From an optimization exercise on the open Yosys and OpenROAD flow, aimed at small area and a short achievable clock period; shortcuts taken in it are not production practice. In this exercise RTL edits were held to simulation tests only and were not proved equivalent to the original. Power is estimated from default activity; no workload was simulated.

$ cat design/flow/config.mk
export PLATFORM = sky130hd
export DESIGN_NAME = rob_top
export DESIGN_NICKNAME = rob_top
export VERILOG_FILES = /design/flow/design.v
export SDC_FILE = /design/flow/constraint.sdc
export NUM_CORES = 4
export LEC_CHECK = 0
export CAP_MARGIN = 20
export CORE_MARGIN = 2
export CORE_UTILIZATION = 65
export CTS_BUF_LIST = sky130_fd_sc_hd__clkbuf_8 sky130_fd_sc_hd__clkbuf_16
export CTS_CLUSTER_DIAMETER = 100
export CTS_CLUSTER_SIZE = 24
export PLACE_DENSITY = 0.8
export SETUP_SLACK_MARGIN = 4.0
export SLEW_MARGIN = 20
$ cat design/flow/constraint.sdc
create_clock -name core_clock -period 8.0 [get_ports {clk}]
set_input_delay 1.6000 -clock core_clock [delete_from_list [all_inputs] [get_ports {clk}]]
set_output_delay 1.6000 -clock core_clock [all_outputs]
set_load 0.01 [all_outputs]
$ cat design/flow/design.v
package rob_pkg;
   typedef enum logic [1:0] {
      kind_alu    = 2'd0,
      kind_load   = 2'd1,
      kind_branch = 2'd2,
      kind_none   = 2'd3
   } inst_kind_t;
   localparam int ROB_PTR_W = $clog2(16) + 1;
   typedef logic [ROB_PTR_W-1:0] rob_ptr_t;
   typedef struct packed {
      inst_kind_t          kind;
      logic [5-1:0]   dest;        
      logic [32-1:0]    value;       
      logic                busy;
      logic                ready;
      logic                pred_taken;
      logic [32-1:0]    pred_pc;
      logic [32-1:0]    taken_pc;    
      logic [32-1:0]    pc4;         
   } rob_entry_t;
   localparam int ENTRY_W = 2 + 5 + 4*32 + 3;
endpackage
`timescale 1ns/1ps
module result_bus (
   input  logic                  clk,
   input  logic                  rst,
   input  logic                  alu_req,
   input  logic [4-1:0] alu_tag,
   input  logic [32-1:0]      alu_value,
   input  logic                  load_req,
   input  logic [4-1:0] load_tag,
   input  logic [32-1:0]      load_value,
   output logic                  alu_grant,
   output logic                  load_grant,
   output logic                  cdb_valid,
   output logic [4-1:0] cdb_tag,
   output logic [32-1:0]      cdb_value,
   output logic                  cdb_taken    
);
   logic last_load;   
   logic take_alu;    
   assign alu_grant  = alu_req & (~load_req | last_load);
   assign load_grant = load_req & (~alu_req | ~last_load);
   always_ff @(posedge clk or negedge rst) begin
      if (!rst) begin
         last_load <= 1'b1;   
      end else if (alu_grant) begin
         last_load <= 1'b0;
      end else if (load_grant) begin
         last_load <= 1'b1;
      end
   end
   assign take_alu  = last_load ? (alu_req | ~load_req) : (alu_req & ~load_req);
   assign cdb_valid = alu_req | load_req;
   assign cdb_tag   = take_alu ? alu_tag : load_tag;
   assign cdb_value = take_alu ? alu_value : load_value;
   assign cdb_taken = take_alu ? |alu_value : |load_value;
endmodule
`timescale 1ns/1ps
module branch_check (
   input  logic is_branch,
   input  logic ready,
   input  logic pred_taken,
   input  logic sure_miss,    
   input  logic taken,        
   input  logic res_write,    
   input  logic res_taken,    
   output logic mispredict,
   output logic use_alt
);
   logic taken_nx;
   assign taken_nx   = res_write ? res_taken : taken;
   assign mispredict = is_branch && (ready || res_write) &&
                       ((taken_nx != pred_taken) || sure_miss);
   assign use_alt    = sure_miss && taken_nx;
endmodule
`timescale 1ns/1ps
module rob_core (
   input  logic                  clk,
   input  logic                  rst,
   input  logic [1:0]            issue_kind,
   input  logic [5-1:0]     issue_dest,
   input  logic [32-1:0]      issue_pc4,
   input  logic [32-1:0]      issue_offset,   
   input  logic                  issue_pred_taken,
   input  logic [32-1:0]      issue_pred_pc,
   input  logic                  cdb_valid,
   input  logic [4-1:0] cdb_tag,
   input  logic [32-1:0]      cdb_value,
   input  logic                  cdb_taken,
   output logic                  stall,
   output logic [4-1:0] alloc_tag,
   output logic                  commit_valid,
   output logic [5-1:0]     commit_dest,
   output logic [32-1:0]      commit_value,
   output logic                  mispredict,
   output logic [32-1:0]      pc_resolved
);
   localparam int N = 16;
   logic [32-1:0]  word_a [0:N-1];
   logic [5-1:0] info   [0:N-1];
   logic [N-1:0]      rdy;
   logic [N-1:0]      br;
   logic [N-1:0]      tkn;
   logic [32-1:0]  alt_pc;       
   logic              alt_busy;     
   rob_pkg::rob_ptr_t             head_ptr;
   rob_pkg::rob_ptr_t             tail_ptr;
   logic [4-1:0]         head_idx;
   logic [4-1:0]         next_idx;   
   logic [4-1:0]         tail_idx;
   logic [N-1:0]                  head_oh;    
   logic [N-1:0]                  next_oh;    
   logic [rob_pkg::ROB_PTR_W-1:0] count;
   logic full;
   logic head_valid;
   logic retire;
   logic commit_next;
   logic issue_ok;
   logic [32-1:0]  taken_pc;
   logic              target_ne;
   logic [32-1:0]  new_a;
   logic [5-1:0] new_info;
   logic              new_br;
   logic              new_sure;
   assign head_idx = head_ptr[4-1:0];
   assign tail_idx = tail_ptr[4-1:0];
   assign next_idx = head_idx + 1'b1;
   assign next_oh  = {head_oh[N-2:0], head_oh[N-1]};
   assign count    = tail_ptr - head_ptr;
   assign head_valid = head_ptr != tail_ptr;
   assign stall      = full;
   assign alloc_tag  = tail_idx;
   logic              rdy_h, br_h, ptk_h, sure_h, tkn_h;
   logic              rdy_n, br_n, ptk_n, sure_n, tkn_n;
   logic [5-1:0] info_h;
   logic [32-1:0]  word_a_n;
   always_comb begin
      rdy_h = 1'b0; br_h = 1'b0; ptk_h = 1'b0; sure_h = 1'b0; tkn_h = 1'b0;
      rdy_n = 1'b0; br_n = 1'b0; ptk_n = 1'b0; sure_n = 1'b0; tkn_n = 1'b0;
      info_h   = '0;
      word_a_n = '0;
      for (int i = 0; i < N; i++) begin
         rdy_h    |= head_oh[i] & rdy[i];
         br_h     |= head_oh[i] & br[i];
         ptk_h    |= head_oh[i] & info[i][0];
         sure_h   |= head_oh[i] & info[i][1];
         tkn_h    |= head_oh[i] & tkn[i];
         rdy_n    |= next_oh[i] & rdy[i];
         br_n     |= next_oh[i] & br[i];
         ptk_n    |= next_oh[i] & info[i][0];
         sure_n   |= next_oh[i] & info[i][1];
         tkn_n    |= next_oh[i] & tkn[i];
         info_h   |= {5{head_oh[i]}} & info[i];
         word_a_n |= {32{next_oh[i]}} & word_a[i];
      end
   end
   assign retire      = head_valid && rdy_h && !mispredict;
   assign commit_next = retire && !br_h;
   assign issue_ok    = !full && !mispredict && issue_kind != rob_pkg::kind_none;
   logic hit_h, hit_n;         
   logic misp_h, misp_n, alt_h, alt_n;
   logic misp_q;
   logic alt_q;
   logic [32-1:0] head_a;   
   logic empty_nx;             
   logic hit_nx;               
   assign hit_h = cdb_valid && cdb_tag == head_idx;
   assign hit_n = cdb_valid && cdb_tag == next_idx;
   branch_check i_bc_head (
      .is_branch  (br_h),
      .ready      (rdy_h),
      .pred_taken (ptk_h),
      .sure_miss  (sure_h),
      .taken      (tkn_h),
      .res_write  (hit_h),
      .res_taken  (cdb_taken),
      .mispredict (misp_h),
      .use_alt    (alt_h)
   );
   branch_check i_bc_next (
      .is_branch  (br_n),
      .ready      (rdy_n),
      .pred_taken (ptk_n),
      .sure_miss  (sure_n),
      .taken      (tkn_n),
      .res_write  (hit_n),
      .res_taken  (cdb_taken),
      .mispredict (misp_n),
      .use_alt    (alt_n)
   );
   assign mispredict  = misp_q;
   assign pc_resolved = alt_q ? alt_pc : head_a;
   always_ff @(posedge clk or negedge rst) begin
      if (!rst) begin
         misp_q <= 1'b0;
      end else if (mispredict) begin
         misp_q <= 1'b0;
      end else if (retire) begin
         misp_q <= |count[rob_pkg::ROB_PTR_W-1:1] && misp_n;
      end else begin
         misp_q <= head_valid && misp_h;
      end
   end
   always_ff @(posedge clk) begin
      alt_q <= retire ? alt_n : alt_h;
   end
   assign empty_nx = retire ? (count == 1) : (count == 0);
   assign hit_nx   = !empty_nx && (retire ? hit_n && !br_n : hit_h && !br_h);
   always_ff @(posedge clk) begin
      if (hit_nx) begin
         head_a <= cdb_value;
      end else if (empty_nx) begin
         head_a <= new_a;
      end else if (retire) begin
         head_a <= word_a_n;
      end
   end
   always_ff @(posedge clk or negedge rst) begin
      if (!rst) begin
         head_ptr     <= '0;
         head_oh      <= N'(1);
         tail_ptr     <= '0;
         full         <= 1'b0;
         commit_valid <= 1'b0;
         alt_busy     <= 1'b0;
      end else if (mispredict) begin
         head_ptr     <= tail_ptr;
         head_oh      <= N'(1) << tail_idx;
         full         <= 1'b0;
         commit_valid <= 1'b0;
         alt_busy     <= 1'b0;
      end else begin
         if (retire) head_ptr <= head_ptr + 1'b1;
         if (retire) head_oh <= next_oh;
         if (issue_ok) tail_ptr <= tail_ptr + 1'b1;
         full <= !retire && (full || (issue_ok && count == N - 1));
         commit_valid <= commit_next;
         if (issue_ok && new_sure) alt_busy <= 1'b1;
      end
   end
   target_add i_target (
      .a      (issue_pc4),
      .b      (issue_offset),
      .c      (issue_pred_pc),
      .sum    (taken_pc),
      .sum_ne (target_ne)
   );
   assign new_br   = issue_kind == rob_pkg::kind_branch;
   assign new_sure = new_br && issue_pred_taken && target_ne;
   assign new_a    = issue_pred_taken ? issue_pc4 : taken_pc;
   assign new_info = new_br ? {3'b000, new_sure, issue_pred_taken} : issue_dest;
   always_ff @(posedge clk) begin
      if (!alt_busy && !full && !mispredict && new_sure) begin
         alt_pc <= taken_pc;
      end
   end
   logic [N-1:0] iss_sel;    
   logic [N-1:0] cdb_sel;    
   logic [N-1:0] val_sel;    
   logic [N-1:0] keep_a;
   always_comb begin
      for (int i = 0; i < N; i++) begin
         iss_sel[i] = !full && tail_idx == i;
         cdb_sel[i] = cdb_valid && cdb_tag == i;
         val_sel[i] = cdb_sel[i] && !br[i] && !iss_sel[i];
         keep_a[i]  = !iss_sel[i] && !val_sel[i];
      end
   end
   always_ff @(posedge clk) begin
      for (int i = 0; i < N; i++) begin
         word_a[i] <= ({32{iss_sel[i]}} & new_a) |
                      ({32{val_sel[i]}} & cdb_value) |
                      ({32{keep_a[i]}}  & word_a[i]);
      end
   end
   always_ff @(posedge clk) begin
      for (int i = 0; i < N; i++) begin
         if (iss_sel[i]) begin
            info[i] <= new_info;
            br[i]   <= new_br;
            rdy[i]  <= 1'b0;
         end else if (cdb_sel[i]) begin
            rdy[i]  <= 1'b1;
         end
         if (cdb_sel[i]) begin
            tkn[i] <= cdb_taken;
         end
      end
   end
   always_ff @(posedge clk) begin
      if (commit_next) begin
         commit_dest  <= info_h;
         commit_value <= head_a;
      end
   end
endmodule
module target_add (
   input  logic [32-1:0] a,
   input  logic [32-1:0] b,
   input  logic [32-1:0] c,       
   output logic [32-1:0] sum,
   output logic             sum_ne   
);
   localparam int LV = $clog2(32);
   logic [32-1:0] g [0:LV];
   logic [32-1:0] p [0:LV];
   logic [32-1:0] need;    
   logic [32-1:0] gives;   
   always_comb begin
      g[0] = a & b;
      p[0] = a ^ b;
      for (int k = 0; k < LV; k++) begin
         for (int i = 0; i < 32; i++) begin
            if (i[k]) begin
               g[k+1][i] = g[k][i] | (p[k][i] & g[k][((i >> k) << k) - 1]);
               p[k+1][i] = p[k][i] & p[k][((i >> k) << k) - 1];
            end else begin
               g[k+1][i] = g[k][i];
               p[k+1][i] = p[k][i];
            end
         end
      end
      sum = p[0] ^ {g[LV][32-2:0], 1'b0};
      need  = p[0] ^ c;
      gives = g[0] | (p[0] & need);
      sum_ne = need[0] || (need[32-1:1] != gives[32-2:0]);
   end
endmodule
`timescale 1ns/1ps
module rob_top (
   input  logic                  clk,
   input  logic                  rst,
   input  logic [1:0]            issue_kind,
   input  logic [5-1:0]     issue_dest,
   input  logic [32-1:0]      issue_pc4,
   input  logic [32-1:0]      issue_offset,
   input  logic                  issue_pred_taken,
   input  logic [32-1:0]      issue_pred_pc,
   input  logic                  alu_req,
   input  logic [4-1:0] alu_tag,
   input  logic [32-1:0]      alu_value,
   input  logic                  load_req,
   input  logic [4-1:0] load_tag,
   input  logic [32-1:0]      load_value,
   output logic                  alu_grant,
   output logic                  load_grant,
   output logic                  stall,
   output logic [4-1:0] alloc_tag,
   output logic                  commit_valid,
   output logic [5-1:0]     commit_dest,
   output logic [32-1:0]      commit_value,
   output logic                  mispredict,
   output logic [32-1:0]      pc_resolved
);
   logic                  cdb_valid;
   logic [4-1:0] cdb_tag;
   logic [32-1:0]      cdb_value;
   logic                  cdb_taken;
   result_bus i_result_bus (
      .clk        (clk),
      .rst        (rst),
      .alu_req    (alu_req),
      .alu_tag    (alu_tag),
      .alu_value  (alu_value),
      .load_req   (load_req),
      .load_tag   (load_tag),
      .load_value (load_value),
      .alu_grant  (alu_grant),
      .load_grant (load_grant),
      .cdb_valid  (cdb_valid),
      .cdb_tag    (cdb_tag),
      .cdb_value  (cdb_value),
      .cdb_taken  (cdb_taken)
   );
   rob_core i_rob_core (
      .clk              (clk),
      .rst              (rst),
      .issue_kind       (issue_kind),
      .issue_dest       (issue_dest),
      .issue_pc4        (issue_pc4),
      .issue_offset     (issue_offset),
      .issue_pred_taken (issue_pred_taken),
      .issue_pred_pc    (issue_pred_pc),
      .cdb_valid        (cdb_valid),
      .cdb_tag          (cdb_tag),
      .cdb_value        (cdb_value),
      .cdb_taken        (cdb_taken),
      .stall            (stall),
      .alloc_tag        (alloc_tag),
      .commit_valid     (commit_valid),
      .commit_dest      (commit_dest),
      .commit_value     (commit_value),
      .mispredict       (mispredict),
      .pc_resolved      (pc_resolved)
   );
endmodule
$ cat design/flow/flow/run.sh
#!/bin/bash
# The standard layout, with the port buffers made from plain buf_1 cells
# (buffer_ports otherwise picks a delay buffer); the resizer still sizes
# them afterwards. Each tool's output goes to a log file here.
set -euo pipefail
bash standard.sh "BUFFER_PORTS_ARGS=-buffer_cell sky130_fd_sc_hd__buf_1" finish > standard_flow.log 2>&1
$ cat design/flow/standard.sh
#!/bin/bash
# synth_recipe.tcl (not shown) runs the flow's synth.tcl, then flattens the netlist and writes it again
# the make line also repeats each setting of config.mk as NAME=value (left out here)
make -C /OpenROAD-flow-scripts/flow DESIGN_CONFIG=/design/flow/config.mk WORK_HOME=/design/flow/orfs CLKGATE_MAP_FILE= SYNTH_SCRIPT=/design/flow/synth_recipe.tcl "${@:-finish}"
==> results of run 1 <==
-- timing repair --
| item | CTS | global route |
|---|---|---|
| cloned | 4 | 1 |
| endpoints found under the setup margin | 617 | 563 |
| gates resized for setup | 70 | 102 |
| pin swaps | 13 | 29 |
| setup buffers | 25 | 20 |
-- power by group --
part           switching (W)  internal (W)  total [W]
logic                0.00467       0.00270    0.00737
clock network        0.00131      0.000899    0.00221
registers            0.00115       0.00614    0.00729
total                0.00712       0.00975     0.0169
-- registers in the layout (all words and copies together) (netlist names), 5 cells and up --
register	flops
i_rob_core.info	80
i_rob_core.head_ptr	5
i_rob_core.commit_value	32
i_rob_core.head_oh	16
i_rob_core.commit_dest	5
i_rob_core.tkn	16
i_rob_core.alt_pc	32
i_rob_core.rdy	16
i_rob_core.br	16
i_rob_core.tail_ptr	5
i_rob_core.head_a	32
i_rob_core.word_a	512
-- cells in the mapped netlist (9+ instances only) --
library cell | number | share of area, %
a21oi_1 | 53 | 0.71
a221oi_1 | 89 | 2.1
a22o_1 | 90 | 2.1
a22oi_1 | 182 | 3.7
buf_1 | 41 | 0.41
buf_2 | 42 | 0.56
clkbuf_1 | 284 | 2.8
dfrtp_1 | 29 | 1.9
dfxtp_1 | 529 | 28
edfxtp_1 | 213 | 17
fa_1 | 37 | 2.0
ha_1 | 41 | 1.4
inv_1 | 72 | 0.72
mux2_2 | 40 | 1.2
mux2i_1 | 95 | 2.5
nand2_1 | 680 | 6.8
nand2b_1 | 9 | 0.15
nand3_1 | 63 | 0.84
nand4_1 | 39 | 0.65
nor2_1 | 138 | 1.4
nor3_1 | 14 | 0.19
nor4_1 | 24 | 0.40
o211ai_1 | 404 | 8.1
o21ai_0 | 539 | 7.2
o21ai_1 | 117 | 1.6
o22ai_1 | 14 | 0.23
xnor2_1 | 48 | 1.1
xor2_1 | 23 | 0.54
-- final cells by class --
class                      instances  share of cell area (%)
clock inverter                    24                  0.2629
inverter                          74                  0.6768
multi-input combinational       2854                   45.01
timing repair buffer             418                   6.441
clock buffer                      39                   2.357
tap                              756                   2.284
antenna                            3                 0.01813
sequential                       773                   42.95
-- worst register-to-register path, delay by kind of cell, from the launching register on --
family	cells	cell delay (ps)
simple gates	3	1200
compound gates	3	1010
flops	1	780
xor+xnor	1	310
buf+inv	1	290
-- placed cells by master (no fill, tap or decap), types with 36 or more instances in the layout --
master / count
a21oi_1: 46
a221oi_1: 89
a22o_1: 90
a22oi_1: 182
buf_1: 236
buf_4: 116
clkbuf_16: 40
dfxtp_1: 528
edfxtp_1: 213
fa_1: 36
ha_1: 37
inv_1: 89
mux2_2: 39
mux2i_1: 77
nand2_1: 663
nand3_1: 61
nand4_1: 39
nor2_1: 133
o211ai_1: 404
o21ai_0: 510
o21ai_1: 117
xnor2_1: 43
-- per-layer routing --
metal / up-vias / share of wire [%]
met5: - / 0.0072
met4: 2 / 6.3
met3: 673 / 17
met2: 3058 / 42
met1: 16380 / 36
li1: 15177 / -
-- cell families after synthesis --
logic type                 Yosys count  share of synthesized area [%]
AOI/OAI and AO/OA                 1533                          26.77
xor gates and xnor gates            73                          1.766
and+or+nand+nor                   1027                          11.93
muxes                              141                          3.969
DFF                                773                          47.48
buffers and inverters              449                          4.732
adders and majority gates           78                          3.351
-- path summary, 6_finish.rpt --
kind | cells past startpoint | endpoint | slack, ps | start
min reg2reg | 0 | i_rob_core.commit_value[30]$_DFFE_PP_ | 470 | i_rob_core.head_a[30]$_DFFE_PP_
max reg2reg | 8 | i_rob_core.head_a[22]$_DFFE_PP_ | 3990 | i_rob_core.head_oh[12]$_DFFE_PN0P_
min | 0 | i_rob_core.commit_value[30]$_DFFE_PP_ | 470 | i_rob_core.head_a[30]$_DFFE_PP_
max in group asynchronous | 1 | i_rob_core.head_oh[10]$_DFFE_PN0P_ | 6380 | rst
min in group asynchronous | 1 | i_rob_core.commit_valid$_DFF_PN0_ | 1060 | rst
max | 16 | i_rob_core.word_a[15][31]$_DFF_P_ | 3860 | issue_offset[0]
-- metrics by stage --
stage          utilization, %  cells  total power (W)  hold slack (ps)  setup WS (ps)
6_report                73.16   4941          0.01687            469.4           3864
5_1_grt                 73.16   4940          0.01762            484.6           3827
4_1_cts                 72.08   4917          0.01633            471.0           3848
3_3_place_gp            68.95   4825          0.01379            431.0           2658
3_5_place_dp            68.95   4825          0.01397            443.2           2556
2_1_floorplan               -   4074          0.01154            422.2           3829
==> results.json, run 1 <==
{
  "status": "finished clean",
  "vias": 35290,
  "drtIter0Drc": 5888,
  "hpwl_microns": 81590,
  "die_height_microns": 243.9,
  "syn_area_per_cell_sq_um": 9.184,
  "cts_hold_buf": 0,
  "async_flop_share_pct": 4.010,
  "grt_pass1_wl_microns": 205300,
  "path_cells": "buf_8, ha_4, inv_2, fa_2, nand2b_4, a21o_1, a211oi_4, o41ai_4, buf_4, o21ai_4, a21oi_2, o41ai_4, xor2_4, buf_6, buf_12, o21ai_1",
  "p_leak_nw": 14.42,
  "fmax_mhz": 241.8,
  "vias_per_cell": 7.142,
  "cp_max_fo": 8,
  "yosysSeqAreaShare_pct": 47.48,
  "cts_buffers": 38,
  "netlist_area_sq_um": 37420,
  "synth_edf_count": 213,
  "fin_skew_ps": 37.76,
  "multi_input_area_sq_um": 18640,
  "final_cell_area_sq_um": 41410,
  "fill_cells": 4208,
  "globalRouteOverflowTotal": 0,
  "finalSetupTns_ps": 0,
  "syn_to_final_growth_pct": 10.68,
  "met1_usage_pct": 61.16,
  "cp_common_cell": "o41ai_4",
  "cts_buffer_depth": 3,
  "path_class": "in2reg",
  "antenna_found_initial": 4,
  "rows": 87,
  "critPathBufInv": 5,
  "period_share_pct": 51.69,
  "die_w_microns": 243.9,
  "power_density_nw_per_um2": 407.4,
  "rsz0062_at_grt": "yes",
  "min_path_type": "reg2reg",
  "slew_headroom_pct": 23.06,
  "clkSinkCount": 773,
  "cp.arrival_ps": 4610,
  "grt_max_degree": 65,
  "peakVddDrop_v": 0.0002690,
  "port_buffers": 257,
  "use_met3_pct": 14.45,
  "clk_pin_slew_ps": 100,
  "layout-drive-gt1-share_pct": 10.45,
  "syn_inst": 4074,
  "clock_latency_ps": 620,
  "drv_cap": 0,
  "regArea_sq_um": 17780,
  "core_sq_um": 56600,
  "crit_family": "compound AO/OA/AOI/OAI gates",
  "ant_nets": 0,
  "firstDrtPassIters": 7,
  "hold_viol": 0,
  "yosys_warnings": 7,
  "grt_usage_pct": 45.60,
  "drv_slew": 0,
  "h-tree-depth": 2,
  "ys_ff_latch": 773,
  "grt_pass1_vias": 32840,
  "crit_path_end_kind": "flop",
  "tritoncts": "yes",
  "synthesis.nets": 4332,
  "drc": 0,
  "grt.busiest_layer": "met2",
  "min_period_ps": 4136,
  "slowest_stage": "o41ai_4",
  "initial_utilization_pct": 66.10,
  "startpoint_type": "input pin",
  "critPathRequiredTime_ps": 8480,
  "ios": 258,
  "routedWlPerCell_microns": 28.15,
  "root_buffer": "clkbuf_16",
  "dieArea_sq_um": 59500,
  "setup_viol": 0,
  "max_stage_delay_ps": 450,
  "synth_flop_cell": "dfxtp_1",
  "place.gp.congestion": 0.9751,
  "drt_wl_total_microns": 139100,
  "worst_pin_slew_ps": 1153,
  "use_met2_pct": 66.12,
  "dpl_cell_area_sq_um": 39030,
  "yosysUniqueCellTypes": 75,
  "nets": 4417
}
==> run 2, diff against run 1 <==
--- a/design/flow/config.mk
+++ b/design/flow/config.mk
@@ -9,3 +9,3 @@
 export CORE_MARGIN = 2
-export CORE_UTILIZATION = 65
+export CORE_UTILIZATION = 50
 export CTS_BUF_LIST = sky130_fd_sc_hd__clkbuf_8 sky130_fd_sc_hd__clkbuf_16
@@ -13,4 +13,4 @@
 export CTS_CLUSTER_SIZE = 24
-export PLACE_DENSITY = 0.8
-export SETUP_SLACK_MARGIN = 4.0
+export PLACE_DENSITY = 0.65
+export SETUP_SLACK_MARGIN = 4.2
 export SLEW_MARGIN = 20
==> run 2 against run 1 <==
Against the previous run:
- utilization decreased by 15 points
- sequential share of layout area decreased by 1.8 points
- clock power about the same
- routed wire length increased by 6.9%
- non-clock buffer count increased by 37
- worst hold slack got worse by 6.8 ps
- fmax increased by 3.9%
- clock skew decreased by 1.3 ps
- first-iteration DRC count decreased by 20%
- final cell count increased by 5.1%
- critical path type unchanged
- critical endpoint is now i_rob_core.head_a[25]$_DFFE_PP_
==> results.json, run 2 <==
{
  "status": "finished clean",
  "drt_wl_total_microns": 148700,
  "firstDrtPassIters": 7,
  "peakVddDrop_v": 0.0002453,
  "vias": 34734,
  "placed_cells": 5025,
  "layout-drive-gt1-share_pct": 14.38,
  "min_path_type": "reg2reg",
  "root_buffer": "clkbuf_16",
  "synthesis.nets": 4332,
  "final_cells": 5191,
  "hold_viol": 0,
  "drtIter0Drc": 4686,
  "die_height_microns": 277.6,
  "synth_edf_count": 213,
  "syn_area_per_cell_sq_um": 9.184,
  "ant_nets": 0,
  "synthSimpleGateAreaFrac_pct": 11.93,
  "async_flop_share_pct": 4.010,
  "synth-compound-area-share_pct": 26.77,
  "core_sq_um": 74320,
  "final_common_cell": "nand2_1",
  "ys_ff_latch": 773,
  "grt_usage_pct": 36.92,
  "routedWlPerCell_microns": 28.65,
  "period_share_pct": 49.77,
  "synthMuxAreaShare_pct": 3.969,
  "grt_pass1_vias": 31749,
  "dpl_cell_area_sq_um": 39310,
  "yosys-top-cells-area": "dfxtp_1 (28%), edfxtp_1 (17%), o211ai_1 (8.1%)",
  "globalRouteOverflowTotal": 0,
  "drv_slew": 0,
  "top_layer": "met4",
  "slew_headroom_pct": 16.51,
  "dieArea_sq_um": 77040,
  "hold_path_startpoint": "i_rob_core.head_a[3]$_DFFE_PP_",
  "dp_slack_ps": 2324,
  "critPathBufInv": 7,
  "drv_cap": 0,
  "netlist_area_sq_um": 37420,
  "clkSinkCount": 773,
  "hpwl_microns": 81970,
  "crit_family": "compound AO/OA/AOI/OAI gates",
  "slowest_stage": "fa_2",
  "cp_common_cell": "buf_4",
  "setup_viol": 0,
  "cp.arrival_ps": 4350,
  "yosysTopAreaCell": "dfxtp_1",
  "h-tree-depth": 2,
  "die_w_microns": 277.6,
  "yosysUniqueCellTypes": 75,
  "rsz0062_at_grt": "yes",
  "worstSetupStartpoint": "issue_pc4[1]",
  "layout_common_cells": "nand2_1 (653), dfxtp_1 (528), o211ai_1 (404), o21ai_0 (376), buf_1 (226)",
  "ios": 258,
  "crit_path_end_kind": "flop",
  "critPathRequiredTime_ps": 8370,
  "cts_buffers": 38,
  "synth.most_common_cell": "nand2_1",
  "power_density_nw_per_um2": 399.6,
  "wl_met3_microns": 17760,
  "hold_slack_ps": 462.6,
  "yosysSeqAreaShare_pct": 47.48,
  "rows": 100,
  "setup_slack_ps": 4018,
  "met2_length_microns": 65000,
  "drc": 0,
  "regMostFlops": "i_rob_core.word_a",
  "largest_reg_flops": 512,
  "finalSetupTns_ps": 0,
  "syn_to_final_growth_pct": 15.42,
  "cts_buffer_depth": 3,
  "initial_utilization_pct": 50.35,
  "clk_pin_slew_ps": 100,
  "clock_latency_ps": 630,
  "path_class": "in2reg",
  "cts_hold_buf": 0,
  "synth_flop_cell": "dfxtp_1",
  "synth_top_area_share_pct": 28.30,
  "timing.rr.start": "i_rob_core.head_oh[9]$_DFFE_PN0P_",
  "top_regs": "i_rob_core.word_a: 512 flops, i_rob_core.info: 80 flops",
  "antenna_found_initial": 3,
  "netlist_top_cells_count": "nand2_1 (680), o21ai_0 (539), dfxtp_1 (529), o211ai_1 (404), clkbuf_1 (284)",
  "tritoncts": "yes",
  "grt_pass1_wl_microns": 212600,
  "fill_cells": 6471,
  "drt-met1-wl_microns": 57180,
  "final_cell_area_sq_um": 43190,
  "syn_inst": 4074,
  "nets": 4453,
  "max_stage_delay_ps": 400,
  "grt_max_degree": 65,
  "fin_skew_ps": 36.43,
  "cp_max_fo": 8,
  "fmax_mhz": 251.1,
  "synth_xor_area_share_pct": 1.766,
  "synth_fa_ha_area_share_pct": 3.351,
  "p_leak_nw": 15.03,
  "port_buffers": 257,
  "path_cells": "buf_4, inv_1, fa_2, nand2b_4, a21o_1, a211oi_4, o41ai_4, buf_6, buf_6, o211ai_1, buf_4, buf_4, a21oi_2, mux2i_4, buf_12, a21oi_1",
  "vias_per_cell": 6.691,
  "yosys_warnings": 7,
  "worst_pin_slew_ps": 1251,
  "startpoint_type": "input pin",
  "synth_top_family_by_area": "compound AO/OA/AOI/OAI gates",
  "place.gp.congestion": 0.9415,
  "min_period_ps": 3982
}
run 2: report_power, final:
| group | switching (W) | internal (W) |
|---|---|---|
| registers | 0.00117 | 0.00614 |
| logic | 0.00473 | 0.00298 |
| clock network | 0.00133 | 0.000909 |
| total | 0.00723 | 0.0100 |
run 2: worst reg2reg max path, stage by stage, from the launching register on:
cell and delay (ps):
dfrtp_2 1070, buf_4 590, a22oi_1 170, nand3_1 160, o21ai_1 150, buf_4 260, xor2_1 290, nor2b_4 70
buf_6 240, nor2_1 440, a21oi_1 70
run 2: cell type report:
| cell class | instances | area [sq um] | area share, % |
|---|---|---|---|
| diodes | 2 | 5.005 | 0.01159 |
| clock inverters | 25 | 106.4 | 0.2463 |
| flip-flops and latches | 773 | 17780 | 41.18 |
| repair buffers | 455 | 3421 | 7.921 |
| clock buffers | 40 | 989.7 | 2.292 |
| inverters | 74 | 284.0 | 0.6576 |
| multi-input cells | 2853 | 19380 | 44.89 |
| well taps | 969 | 1212 | 2.807 |
run 2: kinds of logic after synthesis:
logic type	count (synthesis)
flip-flops	773
buffers and inverters	449
AND/OR/NAND/NOR	1027
adder cells (fa/ha/maj)	78
multiplexers	141
XOR/XNOR	73
AO/OA/AOI/OAI	1533
run 2: through the flow:
step	utilization, %	total power (W)
after floorplan	-	0.01161
after global placement	52.88	0.01398
after detailed placement	52.89	0.01410
after CTS	56.26	0.01667
after global routing	58.11	0.01810
final	58.11	0.01726
run 2: layer usage:
metal	GRT usage [%]	vias up
met2	57.89	2342
li1	-	15290
met3	6.064	528
met4	17.28	0
met5	0	-
met1	50.05	16574
run 2: final timing paths:
check	to	slack (ps)	cells after the start
worst max-delay path	i_rob_core.head_a[25]$_DFFE_PP_	4020	16
worst min-delay path	i_rob_core.commit_value[3]$_DFFE_PP_	460	0
worst max register to register	i_rob_core.head_a[4]$_DFFE_PP_	4210	10
worst min register to register	i_rob_core.commit_value[3]$_DFFE_PP_	460	0
max in group asynchronous	i_rob_core.head_oh[14]$_DFFE_PN0P_	6370	1
min in group asynchronous	i_rob_core.head_ptr[1]$_DFFE_PN0P_	1040	1
run 2: what timing repair did:
| item | CTS | global route |
|---|---|---|
| pin swaps | 53 | 52 |
| gates resized for setup | 174 | 227 |
| cloned | 6 | 9 |
| hold endpoints to repair | 0 | 0 |
| buffers inserted | 50 | 33 |
| endpoints found under the setup margin | 644 | 562 |
==> run 3, diff against run 2 <==
--- a/design/flow/config.mk
+++ b/design/flow/config.mk
@@ -9,3 +9,3 @@
 export CORE_MARGIN = 2
-export CORE_UTILIZATION = 50
+export CORE_UTILIZATION = 55
 export CTS_BUF_LIST = sky130_fd_sc_hd__clkbuf_8 sky130_fd_sc_hd__clkbuf_16
@@ -13,3 +13,3 @@
 export CTS_CLUSTER_SIZE = 24
-export PLACE_DENSITY = 0.65
+export PLACE_DENSITY = 0.7
 export SETUP_SLACK_MARGIN = 4.2
==> run 3 against run 2 <==
Against the previous run:
- sequential power fell by 0.7%
- clock skew shrank 4.4 ps
- combinational power down 4.5%
- largest cell class unchanged
- non-clock buffer count decreased by 32
- worst setup slack better by 93 ps
- critical path type unchanged
- critical endpoint is now i_rob_core.alt_pc[2]$_DFFE_PP_
- die area down 9.0%
- final cell count is 2.6% lower
- routed wire length fell by 4.5%
- clock-buffer cell count up 1
==> results.json, run 3 <==
{
  "core_sq_um": 67280,
  "yosysSeqAreaShare_pct": 47.48,
  "yosysUniqueCellTypes": 75,
  "syn_to_final_growth_pct": 12.77,
  "clk_pin_slew_ps": 100,
  "drc": 0,
  "netlist_area_sq_um": 37420,
  "rrSetupSlack_ps": 4320,
  "firstDrtPassIters": 8,
  "synth_flop_cell": "dfxtp_1",
  "layout_common_cells": "nand2_1 (647), dfxtp_1 (529), o21ai_0 (407), o211ai_1 (404), buf_1 (224)",
  "port_buffers": 257,
  "worst_pin_slew_ps": 1210,
  "setup_viol": 0,
  "h-tree-depth": 2,
  "slowest_stage": "nand4_1",
  "layout-drive-gt1-share_pct": 12.12,
  "drtIter0Drc": 4923,
  "nets": 4422,
  "netlist_top_cells_count": "nand2_1 (680), o21ai_0 (539), dfxtp_1 (529), o211ai_1 (404), clkbuf_1 (284)",
  "fin_skew_ps": 32.03,
  "fmax_mhz": 257.1,
  "clkSinkCount": 773,
  "critPathBufInv": 3,
  "hold_viol": 0,
  "crit-reg2reg-capture": "i_rob_core.head_a[9]$_DFFE_PP_",
  "power_density_nw_per_um2": 400.3,
  "vias_per_cell": 6.853,
  "tritoncts": "yes",
  "cts_buffer_depth": 3,
  "path_cells": "buf_1, fa_1, xnor2_1, nor4_2, nand4_1, nand3_4, nor4_4, buf_12, clkbuf_16",
  "yosysTopAreaCell": "dfxtp_1",
  "period_share_pct": 48.61,
  "peakVddDrop_v": 0.0002670,
  "worstSetupStartpoint": "issue_pc4[4]",
  "critical_path_depth": 9,
  "ant_nets": 0,
  "drt_wl_total_microns": 142100,
  "critPathRequiredTime_ps": 8360,
  "syn_area_per_cell_sq_um": 9.184,
  "grt_max_degree": 65,
  "crit_path_end_kind": "flop",
  "cts_buffers": 38,
  "synth_edf_count": 213,
  "clock_latency_ps": 620,
  "regMostFlops": "i_rob_core.word_a",
  "top_regs": "i_rob_core.word_a: 512 flops, i_rob_core.info: 80 flops",
  "hold_depth": 0,
  "drv_slew": 0,
  "finalSetupTns_ps": 0,
  "die_height_microns": 264.8,
  "rows": 95,
  "rsz0062_at_grt": "yes",
  "yosys_warnings": 7,
  "hold_slack_ps": 465.7,
  "slew_headroom_pct": 19.21,
  "p_leak_nw": 14.68,
  "final_common_cell": "nand2_1",
  "final_core_util_pct": 62.72,
  "cp-endpoint": "i_rob_core.alt_pc[2]$_DFFE_PP_",
  "timing.rr.start": "i_rob_core.head_oh[0]$_DFFE_PN1P_",
  "grt_pass1_vias": 32100,
  "yosys-top-cells-area": "dfxtp_1 (28%), edfxtp_1 (17%), o211ai_1 (8.1%)",
  "dieArea_sq_um": 70130,
  "hpwl_microns": 81390,
  "final_cell_area_sq_um": 42200,
  "max_stage_delay_ps": 520,
  "synth.most_common_cell": "nand2_1",
  "cp_max_fo": 8,
  "grt_pass1_wl_microns": 206700,
  "path_class": "in2reg",
  "die_w_microns": 264.8,
  "startpoint_type": "input pin",
  "vias": 34660,
  "drv_cap": 0,
  "reg2reg_depth": 8,
  "min_path_type": "reg2reg",
  "syn_inst": 4074,
  "ys_ff_latch": 773,
  "async_flop_share_pct": 4.010,
  "min_period_ps": 3889,
  "globalRouteOverflowTotal": 0,
  "cp.arrival_ps": 4250,
  "grt_usage_pct": 39.15,
  "fill_cells": 5538,
  "synthesis.nets": 4332,
  "antenna_found_initial": 1,
  "dpl_cell_area_sq_um": 39220,
  "place.gp.congestion": 0.9601,
  "root_buffer": "clkbuf_16",
  "synth_top_area_share_pct": 28.30,
  "largest_reg_flops": 512,
  "status": "finished clean",
  "ios": 258,
  "routedWlPerCell_microns": 28.09,
  "crit_family": "simple AND/OR/NAND/NOR gates",
  "initial_utilization_pct": 55.62
}
==> run 3: routing by layer <==
| metal | up-vias | GRT usage, % | routed length, microns |
|---|---|---|---|
| met5 | - | 0 | 0 |
| li1 | 15217 | - | - |
| met4 | 0 | 21.97 | 9301 |
| met1 | 16450 | 51.75 | 52850 |
| met3 | 597 | 6.995 | 17250 |
| met2 | 2396 | 60.94 | 62660 |
==> run 3: worst min path at each step <==
stage | start | end | slack (ps)
5_1_grt | i_rob_core.head_a[21]$_DFFE_PP_ | i_rob_core.commit_value[21]$_DFFE_PP_ | 480
3_3_place_gp | i_rob_core.head_a[19]$_DFFE_PP_ | i_rob_core.commit_value[19]$_DFFE_PP_ | 430
4_1_cts | i_rob_core.head_a[2]$_DFFE_PP_ | i_rob_core.commit_value[2]$_DFFE_PP_ | 460
2_1_floorplan | i_rob_core.head_a[0]$_DFFE_PP_ | i_rob_core.commit_value[0]$_DFFE_PP_ | 420
6_report | i_rob_core.head_a[21]$_DFFE_PP_ | i_rob_core.commit_value[21]$_DFFE_PP_ | 470
3_5_place_dp | i_rob_core.head_a[2]$_DFFE_PP_ | i_rob_core.commit_value[2]$_DFFE_PP_ | 440
==> run 3: worst reg2reg max path: stages (launching register included) <==
cell      delay, ps
dfstp_2         530
buf_4           770
a22oi_1         240
nand3_1         220
o21ai_1          90
buf_4           240
xor2_1          420
nand2b_2        480
nand3_4         330
==> run 3: kinds of logic (layout without fill, tap and decap cells) <==
| kind of cell | count (synthesis) | after routing | share of synthesized area [%] |
|---|---|---|---|
| simple gates | 1027 | 1029 | 11.93 |
| fa+ha+maj | 78 | 78 | 3.351 |
| xor+xnor | 73 | 73 | 1.766 |
| mux | 141 | 141 | 3.969 |
| buf+inv | 449 | 557 | 4.732 |
| other cells | 0 | 1 | 0 |
| compound gates | 1533 | 1533 | 26.77 |
| flops | 773 | 773 | 47.48 |
==> run 3: final cells by class <==
class	instances	area (sq um)	area share, %
Sequential cell	773	17780	42.14
Tap cell	873	1092	2.589
Timing Repair Buffer	423	2972	7.042
Multi-Input combinational cell	2854	18940	44.89
Clock inverter	19	96.34	0.2283
Clock buffer	41	1026	2.431
Inverter	74	282.8	0.6701
Antenna cell	1	2.502	0.005930
==> run 3: power breakdown <==
group	internal, W	total, W	switching (W)
Sequential	0.00614	0.00726	0.00112
Clock	0.000952	0.00228	0.00133
Combinational	0.00278	0.00736	0.00458
Total	0.00987	0.0169	0.00702
==> run 3: through the flow <==
step	setup slack (ps)	power [W]	std cells
after global placement	2875	0.01385	4933
final	4111	0.01689	5058
after floorplan	3829	0.01161	4074
after global routing	4061	0.01769	5057
after CTS	4102	0.01643	5037
after detailed placement	2778	0.01402	4933
==> run 3: what timing repair did <==
action                                 in CTS  in global routing
buffers inserted                           38                 14
cloned                                      6                  6
hold buffers                                0                  0
endpoints found under the hold margin       0                  0
resized for setup                         108                150
pin swaps                                  28                 37
setup endpoints to repair                 628                527
==> run 4, diff against run 3 <==
--- a/design/flow/config.mk
+++ b/design/flow/config.mk
@@ -11,4 +11,4 @@
 export CTS_BUF_LIST = sky130_fd_sc_hd__clkbuf_8 sky130_fd_sc_hd__clkbuf_16
-export CTS_CLUSTER_DIAMETER = 100
-export CTS_CLUSTER_SIZE = 24
+export CTS_CLUSTER_DIAMETER = 90
+export CTS_CLUSTER_SIZE = 30
 export PLACE_DENSITY = 0.7
==> run 4 against run 3 <==
Against the previous run:
- clock-buffer cell count is 2 lower
- flip-flop and latch count stayed put
- critical path type unchanged
- global-route usage is 0.10 points higher
- clock skew is 6.7 ps higher
- highest routed layer unchanged
- first-iteration DRC count is 6.3% higher
==> results.json, run 4 <==
{
  "status": "finished clean",
  "period_share_pct": 49.15,
  "dieArea_sq_um": 70130,
  "firstDrtPassIters": 8,
  "crit-reg2reg-capture": "i_rob_core.head_a[2]$_DFFE_PP_",
  "power_frac_seq_pct": 43.1,
  "final_core_util_pct": 62.44,
  "synth.most_common_cell": "nand2_1",
  "layout_common_cells": "nand2_1 (662), dfxtp_1 (529), o21ai_0 (426), o211ai_1 (404), buf_1 (225)",
  "yosysUniqueCellTypes": 75,
  "slowest_stage": "fa_2",
  "layout-drive-gt1-share_pct": 11.17,
  "hold_viol": 0,
  "rrSetupSlack_ps": 4340,
  "drv_slew": 0,
  "p_leak_nw": 14.57,
  "drt_wl_total_microns": 142400,
  "hold_slack_ps": 460.0,
  "switching_share_pct": 41.82,
  "syn_inst": 4074,
  "worstSetupStartpoint": "issue_offset[0]",
  "h-tree-depth": 2,
  "largest_reg_flops": 512,
  "p_int_w": 0.009795,
  "final_common_cell": "nand2_1",
  "cp_max_fo": 8,
  "min_path_type": "reg2reg",
  "hpwl_microns": 81390,
  "worst_pin_slew_ps": 1179,
  "path_cells": "buf_8, ha_4, inv_2, fa_2, nand2b_4, a21o_1, a211oi_4, o41ai_4, buf_6, buf_4, o211ai_1, a21oi_2, xnor2_2, mux2i_4, clkbuf_16, o21ai_1",
  "netlist_area_sq_um": 37420,
  "globalRouteOverflowTotal": 0,
  "critPathRequiredTime_ps": 8470,
  "top_regs": "i_rob_core.word_a: 512 flops, i_rob_core.info: 80 flops",
  "vias_per_cell": 6.858,
  "rows": 95,
  "clk_pin_slew_ps": 120,
  "finalSetupTns_ps": 0,
  "peakVddDrop_v": 0.0002667,
  "cp.arrival_ps": 4410,
  "cts_buffers": 34,
  "netlist_top_cells_count": "nand2_1 (680), o21ai_0 (539), dfxtp_1 (529), o211ai_1 (404), clkbuf_1 (284)",
  "grt_pass1_wl_microns": 206900,
  "regMostFlops": "i_rob_core.word_a",
  "synth_flop_cell": "dfxtp_1",
  "initial_utilization_pct": 55.62,
  "nets": 4409,
  "syn_to_final_growth_pct": 12.26,
  "path_class": "in2reg",
  "vias": 34599,
  "port_buffers": 257,
  "yosys_warnings": 7,
  "yosysTopAreaCell": "dfxtp_1",
  "drv_cap": 0,
  "min_period_ps": 3932,
  "die_w_microns": 264.8,
  "crit_path_end_kind": "flop",
  "reg2reg_depth": 11,
  "drtIter0Drc": 5234,
  "p_switching_w": 0.007040,
  "clkSinkCount": 773,
  "power_density_nw_per_um2": 400.8,
  "combPwrFrac_pct": 43.5,
  "cp-endpoint": "i_rob_core.word_a[7][26]$_DFF_P_",
  "root_buffer": "clkbuf_16",
  "ant_nets": 0,
  "max_stage_delay_ps": 330,
  "synth_edf_count": 213,
  "setup_viol": 0,
  "ios": 258,
  "yosysSeqAreaShare_pct": 47.48,
  "yosys-top-cells-area": "dfxtp_1 (28%), edfxtp_1 (17%), o211ai_1 (8.1%)",
  "startpoint_type": "input pin",
  "slew_headroom_pct": 21.33,
  "fin_skew_ps": 38.78,
  "rsz0062_at_grt": "yes",
  "syn_area_per_cell_sq_um": 9.184,
  "grt_usage_pct": 39.26,
  "synth_top_area_share_pct": 28.30,
  "cts_buffer_depth": 3,
  "clock_latency_ps": 620,
  "die_height_microns": 264.8,
  "synthesis.nets": 4332,
  "drc": 0,
  "grt_pass1_vias": 32024,
  "tritoncts": "yes",
  "grt_max_degree": 65,
  "ys_ff_latch": 773,
  "place.gp.congestion": 0.9601,
  "pwr-share-clk_pct": 13.4,
  "timing.rr.start": "i_rob_core.tail_ptr[0]$_DFFE_PN0P_",
  "fmax_mhz": 254.3,
  "routedWlPerCell_microns": 28.22,
  "async_flop_share_pct": 4.010,
  "antenna_found_initial": 1,
  "core_sq_um": 67280
}
[run 4: what timing repair did]
action | CTS | global route
pin swaps | 26 | 24
hold buffers | 0 | 0
cloned | 6 | 4
setup endpoints to repair | 628 | 525
gates resized for setup | 115 | 88
setup buffers | 37 | 8
[run 4: how the worst min path moves through the flow]
stage	slack (ps)	depth (start not counted)	endpoint	startpoint
final	460	0	i_rob_core.commit_value[3]$_DFFE_PP_	i_rob_core.head_a[3]$_DFFE_PP_
after global routing	460	0	i_rob_core.commit_value[3]$_DFFE_PP_	i_rob_core.head_a[3]$_DFFE_PP_
after CTS	460	0	i_rob_core.commit_value[3]$_DFFE_PP_	i_rob_core.head_a[3]$_DFFE_PP_
after detailed placement	440	0	i_rob_core.commit_value[2]$_DFFE_PP_	i_rob_core.head_a[2]$_DFFE_PP_
after global placement	430	0	i_rob_core.commit_value[19]$_DFFE_PP_	i_rob_core.head_a[19]$_DFFE_PP_
after floorplan	420	0	i_rob_core.commit_value[0]$_DFFE_PP_	i_rob_core.head_a[0]$_DFFE_PP_
[run 4: through the flow]
stage	instance area, sq um	setup slack (ps)	power, W	std cells
floorplan	37850	3829	0.01161	4074
finish	42010	4068	0.01684	5045
global placement	39220	2875	0.01385	4933
global route	42000	3995	0.01763	5044
detailed placement	39220	2778	0.01402	4933
CTS	41490	4100	0.01646	5032
[run 4: layer usage]
metal	wire length (microns)	track usage [%]
met5	0	0
met4	8865	22.06
met3	17110	7.236
met2	63260	61.25
met1	53160	51.61
[run 4: final cells by class]
| class | instances | area [sq um] |
|---|---|---|
| Antenna cell | 1 | 2.502 |
| Clock buffer | 39 | 942.2 |
| Clock inverter | 17 | 168.9 |
| Fill cell | 5530 | 25270 |
| Inverter | 74 | 282.8 |
| Multi-Input combinational cell | 2855 | 18850 |
| Sequential cell | 773 | 17780 |
| Tap cell | 873 | 1092 |
| Timing Repair Buffer | 413 | 2880 |
[run 4: power groups by stage]
stage	clock network [W]	registers (W)	logic (W)
floorplan	0	0.00691	0.00470
global placement	0	0.00724	0.00661
detailed placement	0	0.00726	0.00676
CTS	0.00225	0.00719	0.00702
global route	0.00238	0.00741	0.00784
finish	0.00226	0.00725	0.00733
[run 4: worst max-delay path: cells and delay by family]
family | cells | cell delay, ps
mux | 1 | 310
simple gates | 1 | 160
buf+inv | 5 | 650
fa+ha+maj | 2 | 450
xor+xnor | 1 | 180
compound gates | 6 | 1060
[run 4: kinds of logic after synthesis]
family	after synthesis	share of synthesized area [%]
fa+ha+maj	78	3.351
buf+inv	449	4.732
compound gates	1533	26.77
flops	773	47.48
simple gates	1027	11.93
mux	141	3.969
xor+xnor	73	1.766

port drivers added, routing unchanged:
How much do the figures lean on ideal ports? The routed layouts below were timed once more, with nothing changed but the port constraints. Step 1, drivers: a clkbuf_16 drives clk and a buf_2 each remaining input, both assumed. Step 2 moves the port delays by t, midway between the first and last clock arrival at a register: inputs arrive t later, outputs are due t later. That takes back most of the time a late clock gives input paths. Three values: no drivers, after step 1, after step 2; two values: the first two.
run | t, ns | setup slack, ns | hold slack, ns | worst setup path after step 2 | worst slew at a driven data input, ns
run 1 | 0.666 | 3.864 / 3.860 / 3.194 | 0.469 / 0.469 / 0.469 | input to register | 0.12
run 2 | 0.686 | 4.018 / 4.024 / 3.338 | 0.463 / 0.463 / 0.463 | input to register | 0.06
run 3 | 0.674 | 4.111 / 4.128 / 3.454 | 0.466 / 0.466 / 0.466 | input to register | 0.05
run 4 | 0.668 | 4.068 / 4.087 / 3.419 | 0.460 / 0.460 / 0.460 | input to register | 0.05
After both steps every run listed still meets setup and hold. For run 2, which loses most, drivers alone change the setup slack by +0.006 ns; drivers and shift together by -0.680 ns.
